This design comes from an exercise in tuning for small area, a short achievable clock period and few clock cycles per item on the open sky130 flow, not from production work. Where RTL was checked, it was by simulation tests only, not by an equivalence proof against the original. No activity file was given, so power comes from the tool's default toggle rates.

## consistent_hash_ring_lookup
module consistent_hash_ring_lookup #(
  parameter int unsigned MAX_NODES = chrl_pkg::MAX_NODES_DEF,
  parameter int unsigned HASH_BITS = chrl_pkg::HASH_BITS_DEF,
  parameter int unsigned TAG_BITS  = chrl_pkg::TAG_BITS_DEF
) (
  input  logic                             clk_i,
  input  logic                             rst_ni,
  input  logic                             s_axis_tvalid,
  output logic                             s_axis_tready,
  input  logic [chrl_pkg::IN_DATA_W-1:0]   s_axis_tdata,
  input  logic [chrl_pkg::IN_USER_W-1:0]   s_axis_tuser,
  output logic                             m_axis_tvalid,
  input  logic                             m_axis_tready,
  output logic [chrl_pkg::OUT_DATA_W-1:0]  m_axis_tdata
);
clock: 6.0 ns
lec_check: 0
cap_margin: 20
core_margin: 2
core_utilization: 50
setup_slack_margin: 3.3
slew_margin: 20
run.sh (not shown) runs the stock make flow with config.mk's settings and CLKGATE_MAP_FILE= SYNTH_SCRIPT=/design/flow/synth_recipe.tcl, a recipe that flattens the netlist after the stock synthesis.
Testbench counts at the start, summed over its fixed seeds: cycles 32,567, items 32,000.
Edit:
--- a/flow/design.v
+++ b/flow/design.v
@@ -111,14 +111,14 @@
   );
   always_comb begin
     for (int p = 0; p < N; p++) begin
       logic [1:0] hi, lo;
       hi = half_cmp(ram_data[p*WORD_W + HALF_W +: HALF_W], in_hash[HALF_W +: HALF_W]);
       lo = half_cmp(ram_data[p*WORD_W +: HALF_W], in_hash[0 +: HALF_W]);
-      gt_hi[p]   = hi[1] & vld_q[p];
-      ge_rest[p] = hi[0] & lo[0] & vld_q[p];
+      gt_hi[p]   = hi[1];
+      ge_rest[p] = hi[0] & lo[0];
     end
   end
   logic                 b_valid_q;
   logic                 b_join_q;
   logic                 b_ins_q;       
   logic [N-1:0]         b_gt_hi_q;
@@ -142,13 +142,13 @@
   logic                any_ge;
   logic                new_head;
   logic [TAG_BITS-1:0] owner;
   logic [OUT_STATUS_W-1:0] b_status;
   assign b_ge    = b_gt_hi_q | b_ge_rest_q;
   assign bge     = {b_ge[N-2:0], b_ge[N-1]};
-  assign gm      = bge;
+  assign gm      = bge & vld_q;               
   assign any_ge  = |gm;
   assign vld_old = {vld_q[N-1:1], 1'b0};      
   always_comb begin
     for (int p = 0; p < N; p++) begin
       sel[p] = gm[p];
       for (int q = 0; q < N; q++) begin
After rerunning: Die area fell by 1.2%. Worst hold slack gains 0.0049 ns. Power increases by 2.9%. Via count decreases by 1.3%. Non-clock buffer count climbs by 26. Area after synthesis goes down by 1.2%. Global-route usage fell by 0.23 points. Clock-buffer cell count falls by 7.
The RTL of the second run of this note was laid out without a check of its function.

The RTL this note starts from:
==> flow/design.v <==
`default_nettype none
package chrl_pkg;
  localparam int unsigned MAX_NODES_DEF = 16;
  localparam int unsigned HASH_BITS_DEF = 64;
  localparam int unsigned TAG_BITS_DEF  = 8;
  localparam int unsigned IN_HASH_W = 64;
  localparam int unsigned IN_TAG_W  = 8;
  localparam int unsigned IN_DATA_W = IN_HASH_W + IN_TAG_W;
  localparam int unsigned IN_USER_W = 1;
  localparam int unsigned OUT_STATUS_W = 2;
  localparam int unsigned OUT_OWNER_W  = 8;
  localparam int unsigned OUT_COUNT_W  = 5;
  localparam int unsigned OUT_USED_W   = OUT_STATUS_W + OUT_OWNER_W + OUT_COUNT_W;
  localparam int unsigned OUT_DATA_W   = ((OUT_USED_W + 7) / 8) * 8;
  localparam int unsigned OUT_OWNER_LO = OUT_STATUS_W;
  localparam int unsigned OUT_COUNT_LO = OUT_STATUS_W + OUT_OWNER_W;
  localparam logic OP_JOIN   = 1'b0;
  localparam logic OP_LOOKUP = 1'b1;
  localparam logic [OUT_STATUS_W-1:0] STAT_OK    = 2'd0;
  localparam logic [OUT_STATUS_W-1:0] STAT_EMPTY = 2'd1;
  localparam logic [OUT_STATUS_W-1:0] STAT_FULL  = 2'd2;
  typedef enum logic [1:0] {
    ST_IDLE,
    ST_LOOK,
    ST_JOIN,
    ST_FIN
  } chrl_state_e;
endpackage
`default_nettype wire
`default_nettype none
module chrl_ram #(
  parameter int unsigned WIDTH = 8,
  parameter int unsigned DEPTH = 16
) (
  input  logic                   clk_i,
  input  logic                   we_i,
  input  logic [WIDTH-1:0]       wdata_i,
  output logic [DEPTH*WIDTH-1:0] data_o     
);
  logic [DEPTH*WIDTH-1:0] mem_q;
  always_ff @(posedge clk_i) begin
    mem_q <= {mem_q[(DEPTH-1)*WIDTH-1:0],
              we_i ? wdata_i : mem_q[(DEPTH-1)*WIDTH +: WIDTH]};
  end
  assign data_o = mem_q;
endmodule
`default_nettype wire
`default_nettype none
import chrl_pkg::*;
module consistent_hash_ring_lookup #(
  parameter int unsigned MAX_NODES = chrl_pkg::MAX_NODES_DEF,
  parameter int unsigned HASH_BITS = chrl_pkg::HASH_BITS_DEF,
  parameter int unsigned TAG_BITS  = chrl_pkg::TAG_BITS_DEF
) (
  input  logic                             clk_i,
  input  logic                             rst_ni,
  input  logic                             s_axis_tvalid,
  output logic                             s_axis_tready,
  input  logic [chrl_pkg::IN_DATA_W-1:0]   s_axis_tdata,
  input  logic [chrl_pkg::IN_USER_W-1:0]   s_axis_tuser,
  output logic                             m_axis_tvalid,
  input  logic                             m_axis_tready,
  output logic [chrl_pkg::OUT_DATA_W-1:0]  m_axis_tdata
);
  localparam int unsigned N      = MAX_NODES;
  localparam int unsigned CNT_W  = $clog2(MAX_NODES + 1);
  localparam int unsigned WORD_W = HASH_BITS + TAG_BITS;
  localparam int unsigned RES_W  = OUT_USED_W;
  localparam int unsigned OBUF   = 2;   
  localparam logic [CNT_W-1:0] CNT_MAX = CNT_W'(MAX_NODES);
  localparam int unsigned HALF_W = HASH_BITS / 2;
  function automatic logic [1:0] half_cmp(input logic [HALF_W-1:0] a, input logic [HALF_W-1:0] b);
    logic [HALF_W-1:0] g, p;
    g = a & ~b;
    p = a | ~b;
    for (int w = 1; w < HALF_W; w = w * 2) begin
      for (int k = 0; k + w < HALF_W; k = k + 2 * w) begin
        p[k] = g[k + w] | (p[k + w] & p[k]);
        g[k] = g[k + w] | (p[k + w] & g[k]);
      end
    end
    half_cmp = {g[0], p[0]};
  endfunction
  logic                 room;        
  logic                 join_ok_q;   
  logic                 in_accept;
  logic                 in_join;
  logic [HASH_BITS-1:0] in_hash;
  logic [TAG_BITS-1:0]  in_tag;
  assign s_axis_tready = room && (join_ok_q || (s_axis_tuser[0] == OP_LOOKUP));
  assign in_accept     = s_axis_tvalid && s_axis_tready;
  assign in_join       = (s_axis_tuser[0] == OP_JOIN);
  assign in_hash       = s_axis_tdata[HASH_BITS-1:0];
  assign in_tag        = TAG_BITS'(s_axis_tdata[IN_HASH_W +: IN_TAG_W]);
  logic [N-1:0]         vld_q;       
  logic [CNT_W-1:0]     count_q;
  logic                 full;
  logic                 a_ins;       
  logic [N*WORD_W-1:0]  ram_data;
  logic [N-1:0]         ge;          
  assign full  = (count_q == CNT_MAX);
  assign a_ins = in_accept && in_join && !full;
  chrl_ram #(
    .WIDTH (WORD_W),
    .DEPTH (N)
  ) u_ram (
    .clk_i   (clk_i),
    .we_i    (a_ins),
    .wdata_i ({in_tag, ~in_hash}),    
    .data_o  (ram_data)
  );
  always_comb begin
    for (int p = 0; p < N; p++) begin
      logic [1:0] hi, lo;
      hi = half_cmp(~ram_data[p*WORD_W + HALF_W +: HALF_W], in_hash[HALF_W +: HALF_W]);
      lo = half_cmp(~ram_data[p*WORD_W +: HALF_W], in_hash[0 +: HALF_W]);
      ge[p] = (hi[1] | (hi[0] & lo[0])) & vld_q[p];
    end
  end
  logic                 b_valid_q;
  logic                 b_join_q;
  logic                 b_ins_q;       
  logic [N-1:0]         b_ge_q;
  always_ff @(posedge clk_i) begin
    b_join_q <= in_join;
    b_ins_q  <= a_ins;
    b_ge_q   <= ge;
  end
  logic [N-1:0]        prec_q [N];    
  logic [N-1:0]        prec_d [N];
  logic [TAG_BITS-1:0] head_tag_q;    
  logic [N-1:0]        bge;           
  logic [N-1:0]        gm;
  logic [N-1:0]        sel;
  logic [N-1:0]        vld_old;       
  logic                any_ge;
  logic                new_head;
  logic [TAG_BITS-1:0] owner;
  logic [OUT_STATUS_W-1:0] b_status;
  assign bge     = {b_ge_q[N-2:0], b_ge_q[N-1]};
  assign gm      = bge;
  assign any_ge  = |gm;
  assign vld_old = {vld_q[N-1:1], 1'b0};      
  always_comb begin
    for (int p = 0; p < N; p++) begin
      sel[p] = gm[p];
      for (int q = 0; q < N; q++) begin
        if (q < p) begin
          if (gm[q] && prec_q[q][p]) sel[p] = 1'b0;
        end else if (q > p) begin
          if (gm[q] && !prec_q[p][q]) sel[p] = 1'b0;
        end
      end
    end
  end
  always_comb begin
    owner = '0;
    for (int p = 0; p < N; p++) begin
      owner |= sel[p] ? ram_data[p*WORD_W + HASH_BITS +: TAG_BITS] : '0;
    end
    if (!any_ge) owner = head_tag_q;
  end
  assign new_head = &(bge | ~vld_old);
  always_comb begin
    for (int p = 0; p < N; p++) prec_d[p] = '0;
    for (int p = 0; p < N - 1; p++) begin
      for (int q = p + 1; q < N - 1; q++) begin
        prec_d[p+1][q+1] = prec_q[p][q];
      end
      prec_d[0][p+1] = !prec_q[p][N-1];
    end
    if (b_valid_q && b_ins_q) begin
      for (int q = 1; q < N - 1; q++) begin
        prec_d[1][q+1] = bge[q];
      end
      prec_d[0][1] = !bge[N-1];
    end
  end
  always_ff @(posedge clk_i) begin
    for (int p = 0; p < N; p++) begin
      for (int q = p + 1; q < N; q++) begin
        prec_q[p][q] <= prec_d[p][q];
      end
    end
    if (b_valid_q && b_ins_q && new_head) begin
      head_tag_q <= ram_data[HASH_BITS +: TAG_BITS];
    end
  end
  always_comb begin
    if (b_join_q) b_status = b_ins_q ? STAT_OK : STAT_FULL;
    else          b_status = (count_q != '0) ? STAT_OK : STAT_EMPTY;
  end
  logic [RES_W-1:0] b_result;
  assign b_result = {OUT_COUNT_W'(count_q),
                     ((!b_join_q && (count_q != '0)) ? owner : TAG_BITS'(0)),
                     b_status};
  logic [RES_W-1:0] ob_data_q [OBUF];
  logic [OBUF-1:0]  ob_vld_q;         
  logic             ob_pop;
  logic [OBUF-1:0]  ob_vld_pop;       
  assign ob_pop     = ob_vld_q[0] && m_axis_tready;
  assign ob_vld_pop = ob_pop ? (ob_vld_q >> 1) : ob_vld_q;
  always_ff @(posedge clk_i) begin
    for (int i = 0; i < OBUF; i++) begin
      if (b_valid_q && !ob_vld_pop[i] && ((i == 0) ? 1'b1 : ob_vld_pop[i-1])) begin
        ob_data_q[i] <= b_result;
      end else if (ob_pop && (i < OBUF - 1)) begin
        ob_data_q[i] <= ob_data_q[(i < OBUF - 1) ? i + 1 : i];
      end
    end
  end
  logic room_q, room_pop_q;
  assign room = room_q || (m_axis_tready && room_pop_q);
  logic [N-1:0] vld_d;
  logic [CNT_W-1:0] count_d;
  logic [OBUF-1:0] ob_vld_d;
  always_comb begin
    ob_vld_d   = b_valid_q ? {ob_vld_pop[OBUF-2:0], 1'b1} : ob_vld_pop;
    vld_d      = {vld_q[N-2:0], a_ins ? 1'b1 : vld_q[N-1]};
    count_d    = a_ins ? count_q + CNT_W'(1) : count_q;
  end
  always_ff @(posedge clk_i or negedge rst_ni) begin
    if (!rst_ni) begin
      b_valid_q <= 1'b0;
      ob_vld_q  <= '0;
      room_q    <= 1'b0;
      room_pop_q <= 1'b0;
      join_ok_q <= 1'b0;
      vld_q     <= '0;
      count_q   <= '0;
    end else begin
      b_valid_q <= in_accept;
      ob_vld_q  <= ob_vld_d;
      room_q    <= (32'(in_accept) + 32'($countones(ob_vld_d))) < OBUF;
      room_pop_q <= ob_vld_d[0] && ((32'(in_accept) + 32'($countones(ob_vld_d >> 1))) < OBUF);
      join_ok_q <= (count_d == CNT_MAX) || !vld_d[N-1];
      vld_q     <= vld_d;
      count_q   <= count_d;
    end
  end
  assign m_axis_tvalid = ob_vld_q[0];
  assign m_axis_tdata  = OUT_DATA_W'(ob_data_q[0]);
endmodule
`default_nettype wire
export LEC_CHECK = 0
export CAP_MARGIN = 20
export CORE_MARGIN = 2
export CORE_UTILIZATION = 50
export CTS_CLUSTER_DIAMETER = 110
export CTS_CLUSTER_SIZE = 26
export SETUP_SLACK_MARGIN = 2.9
export SLEW_MARGIN = 20
create_clock -name core_clock -period 6.0 [get_ports {clk_i}]
standard.sh (not shown) runs the stock make flow with config.mk's settings and CLKGATE_MAP_FILE= SYNTH_SCRIPT=/design/flow/synth_recipe.tcl, a recipe that flattens the netlist after the stock synthesis.
==> flow/flow/run.sh <==
#!/bin/bash
# The standard layout with two changes:
#  - synthesis maps the logic with flow/abc_map.script (see flow/abc_override.tcl);
#    the synthesis script is otherwise the standard flow's synth_recipe.tcl, unchanged;
#  - the buffers on every input and output port are buf_4 cells instead of the
#    slow delay buffers buffer_ports picks by default.
# Each tool's output goes to a log here: synthesis and the rest of the flow
# write standard.log, and ORFS keeps its per-step logs under orfs/logs.
set -euo pipefail
here=$(pwd)
export FLOW_ABC_SCRIPT="$here/flow/abc_map.script"
export BUFFER_PORTS_ARGS="-buffer_cell sky130_fd_sc_hd__buf_4"
{ head -n 1 synth_recipe.tcl; cat flow/abc_override.tcl; tail -n +2 synth_recipe.tcl; } > my_synth.tcl
sed "s#SYNTH_SCRIPT=[^ ]*synth_recipe.tcl#SYNTH_SCRIPT=$here/my_synth.tcl#" standard.sh > my_standard.sh
grep -q "SYNTH_SCRIPT=$here/my_synth.tcl" my_standard.sh
bash my_standard.sh > standard.log 2>&1
==> flow/flow/abc_map.script <==
strash
ifraig
scorr
dc2
dch -f
map -D 1200
topo
buffer -c
upsize -c -D 1200
dnsize -c -D 1200
==> flow/flow/abc_override.tcl <==
# Map the logic with flow/abc_map.script instead of ORFS's abc_speed.script:
# ORFS hands abc a clock period it reads as 6 ps, and its script then builds
# the 64-bit comparators as long maj3 chains. abc_map.script maps with a
# real delay target and recovers area under it. Everything else about the
# synthesis (registers, flattening, names) is the standard flow's.
proc abc {args} {
  set out {}
  set skip 0
  foreach a $args {
    if {$skip == 1} { lappend out $::env(FLOW_ABC_SCRIPT); set skip 0; continue }
    if {$skip == 2} { set skip 0; continue }
    if {$a eq "-script"} { lappend out $a; set skip 1; continue }
    if {$a eq "-D"} { set skip 2; continue }
    lappend out $a
  }
  yosys abc {*}$out
}
Rerun with:
--- a/flow/design.v
+++ b/flow/design.v
@@ -63,13 +63,13 @@
   output logic [chrl_pkg::OUT_DATA_W-1:0]  m_axis_tdata
 );
   localparam int unsigned N      = MAX_NODES;
   localparam int unsigned CNT_W  = $clog2(MAX_NODES + 1);
   localparam int unsigned WORD_W = HASH_BITS + TAG_BITS;
   localparam int unsigned RES_W  = OUT_USED_W;
-  localparam int unsigned OBUF   = 2;   
+  localparam int unsigned OBUF   = 3;   
   localparam logic [CNT_W-1:0] CNT_MAX = CNT_W'(MAX_NODES);
   localparam int unsigned HALF_W = HASH_BITS / 2;
   function automatic logic [1:0] half_cmp(input logic [HALF_W-1:0] a, input logic [HALF_W-1:0] b);
     logic [HALF_W-1:0] g, p;
     g = a & ~b;
     p = a | ~b;
@@ -78,19 +78,19 @@
         p[k] = g[k + w] | (p[k + w] & p[k]);
         g[k] = g[k + w] | (p[k + w] & g[k]);
       end
     end
     half_cmp = {g[0], p[0]};
   endfunction
-  logic                 room;        
+  logic                 room_q;      
   logic                 join_ok_q;   
   logic                 in_accept;
   logic                 in_join;
   logic [HASH_BITS-1:0] in_hash;
   logic [TAG_BITS-1:0]  in_tag;
-  assign s_axis_tready = room && (join_ok_q || (s_axis_tuser[0] == OP_LOOKUP));
+  assign s_axis_tready = room_q && (join_ok_q || (s_axis_tuser[0] == OP_LOOKUP));
   assign in_accept     = s_axis_tvalid && s_axis_tready;
   assign in_join       = (s_axis_tuser[0] == OP_JOIN);
   assign in_hash       = s_axis_tdata[HASH_BITS-1:0];
   assign in_tag        = TAG_BITS'(s_axis_tdata[IN_HASH_W +: IN_TAG_W]);
   logic [N-1:0]         vld_q;       
   logic [CNT_W-1:0]     count_q;
@@ -206,36 +206,34 @@
         ob_data_q[i] <= b_result;
       end else if (ob_pop && (i < OBUF - 1)) begin
         ob_data_q[i] <= ob_data_q[(i < OBUF - 1) ? i + 1 : i];
       end
     end
   end
-  logic room_q, room_pop_q;
-  assign room = room_q || (m_axis_tready && room_pop_q);
+  logic [2:0] inflight_d;
+  logic       room_d;
   logic [N-1:0] vld_d;
   logic [CNT_W-1:0] count_d;
-  logic [OBUF-1:0] ob_vld_d;
-  always_comb begin
-    ob_vld_d   = b_valid_q ? {ob_vld_pop[OBUF-2:0], 1'b1} : ob_vld_pop;
+  always_comb begin
+    inflight_d = 3'(in_accept) + 3'(b_valid_q) + 3'(ob_vld_pop[0]) + 3'(ob_vld_pop[1]) + 3'(ob_vld_pop[2]);
+    room_d     = (inflight_d < 3'(OBUF));
     vld_d      = {vld_q[N-2:0], a_ins ? 1'b1 : vld_q[N-1]};
     count_d    = a_ins ? count_q + CNT_W'(1) : count_q;
   end
   always_ff @(posedge clk_i or negedge rst_ni) begin
     if (!rst_ni) begin
       b_valid_q <= 1'b0;
       ob_vld_q  <= '0;
       room_q    <= 1'b0;
-      room_pop_q <= 1'b0;
       join_ok_q <= 1'b0;
       vld_q     <= '0;
       count_q   <= '0;
     end else begin
       b_valid_q <= in_accept;
-      ob_vld_q  <= ob_vld_d;
-      room_q    <= (32'(in_accept) + 32'($countones(ob_vld_d))) < OBUF;
-      room_pop_q <= ob_vld_d[0] && ((32'(in_accept) + 32'($countones(ob_vld_d >> 1))) < OBUF);
+      ob_vld_q  <= b_valid_q ? {ob_vld_pop[OBUF-2:0], 1'b1} : ob_vld_pop;
+      room_q    <= room_d;
       join_ok_q <= (count_d == CNT_MAX) || !vld_d[N-1];
       vld_q     <= vld_d;
       count_q   <= count_d;
     end
   end
   assign m_axis_tvalid = ob_vld_q[0];
Outcome: The changed run went through all stages and came out clean. Final area increases by 1.6%. Sequential share of layout area hardly moves. Clock skew went down by 17 ps. Wire length is lower by 0.30%. Die area is higher by 1.6%. Sequential cell count went up by 15. Worst hold slack is about the same. Via count goes up by 2.1%. Power rises by 0.38%.
Testbench counts after the change, summed over its fixed seeds: cycles 32,213, items 32,000.
No functional check of the RTL was part of the first run of this note.

[afterwards: timing with drivers on the ports]
Ports are ideal in the flow. The routed layouts listed here were re-timed in OpenROAD.
Step 1 sets driving cells, clkbuf_16 on the clock port and buf_2 on the other inputs (assumed; they add their load-dependent delay and slew).
Step 2 moves the port delays by t, midway between the first and last clock arrival at a register: inputs arrive t later, outputs are due t later. That takes back most of the time a late clock gives input paths.
Three values: ideal ports, drivers, drivers and shift; two values: the first two.
run	shift t [ns]	slack for setup (ns)	slew at the worst register clock pin (ns)	worst data-port slew with drivers (ns)
the first run of note 1	0.824	2.951 / 2.921 / 2.097	0.07 / 0.07	0.15
the second run of note 1	0.835	2.881 / 2.841 / 2.007	0.07 / 0.07	0.12
the first run of note 2	0.749	2.895 / 2.895 / 2.176	0.11 / 0.11	0.24
the second run of note 2	0.780	2.924 / 2.934 / 2.154	0.11 / 0.11	0.12
After both steps setup and hold are still met in every run listed. The setup slack of the second run of note 1, which loses most, moves by -0.040 ns with the drivers and by -0.874 ns with both steps.
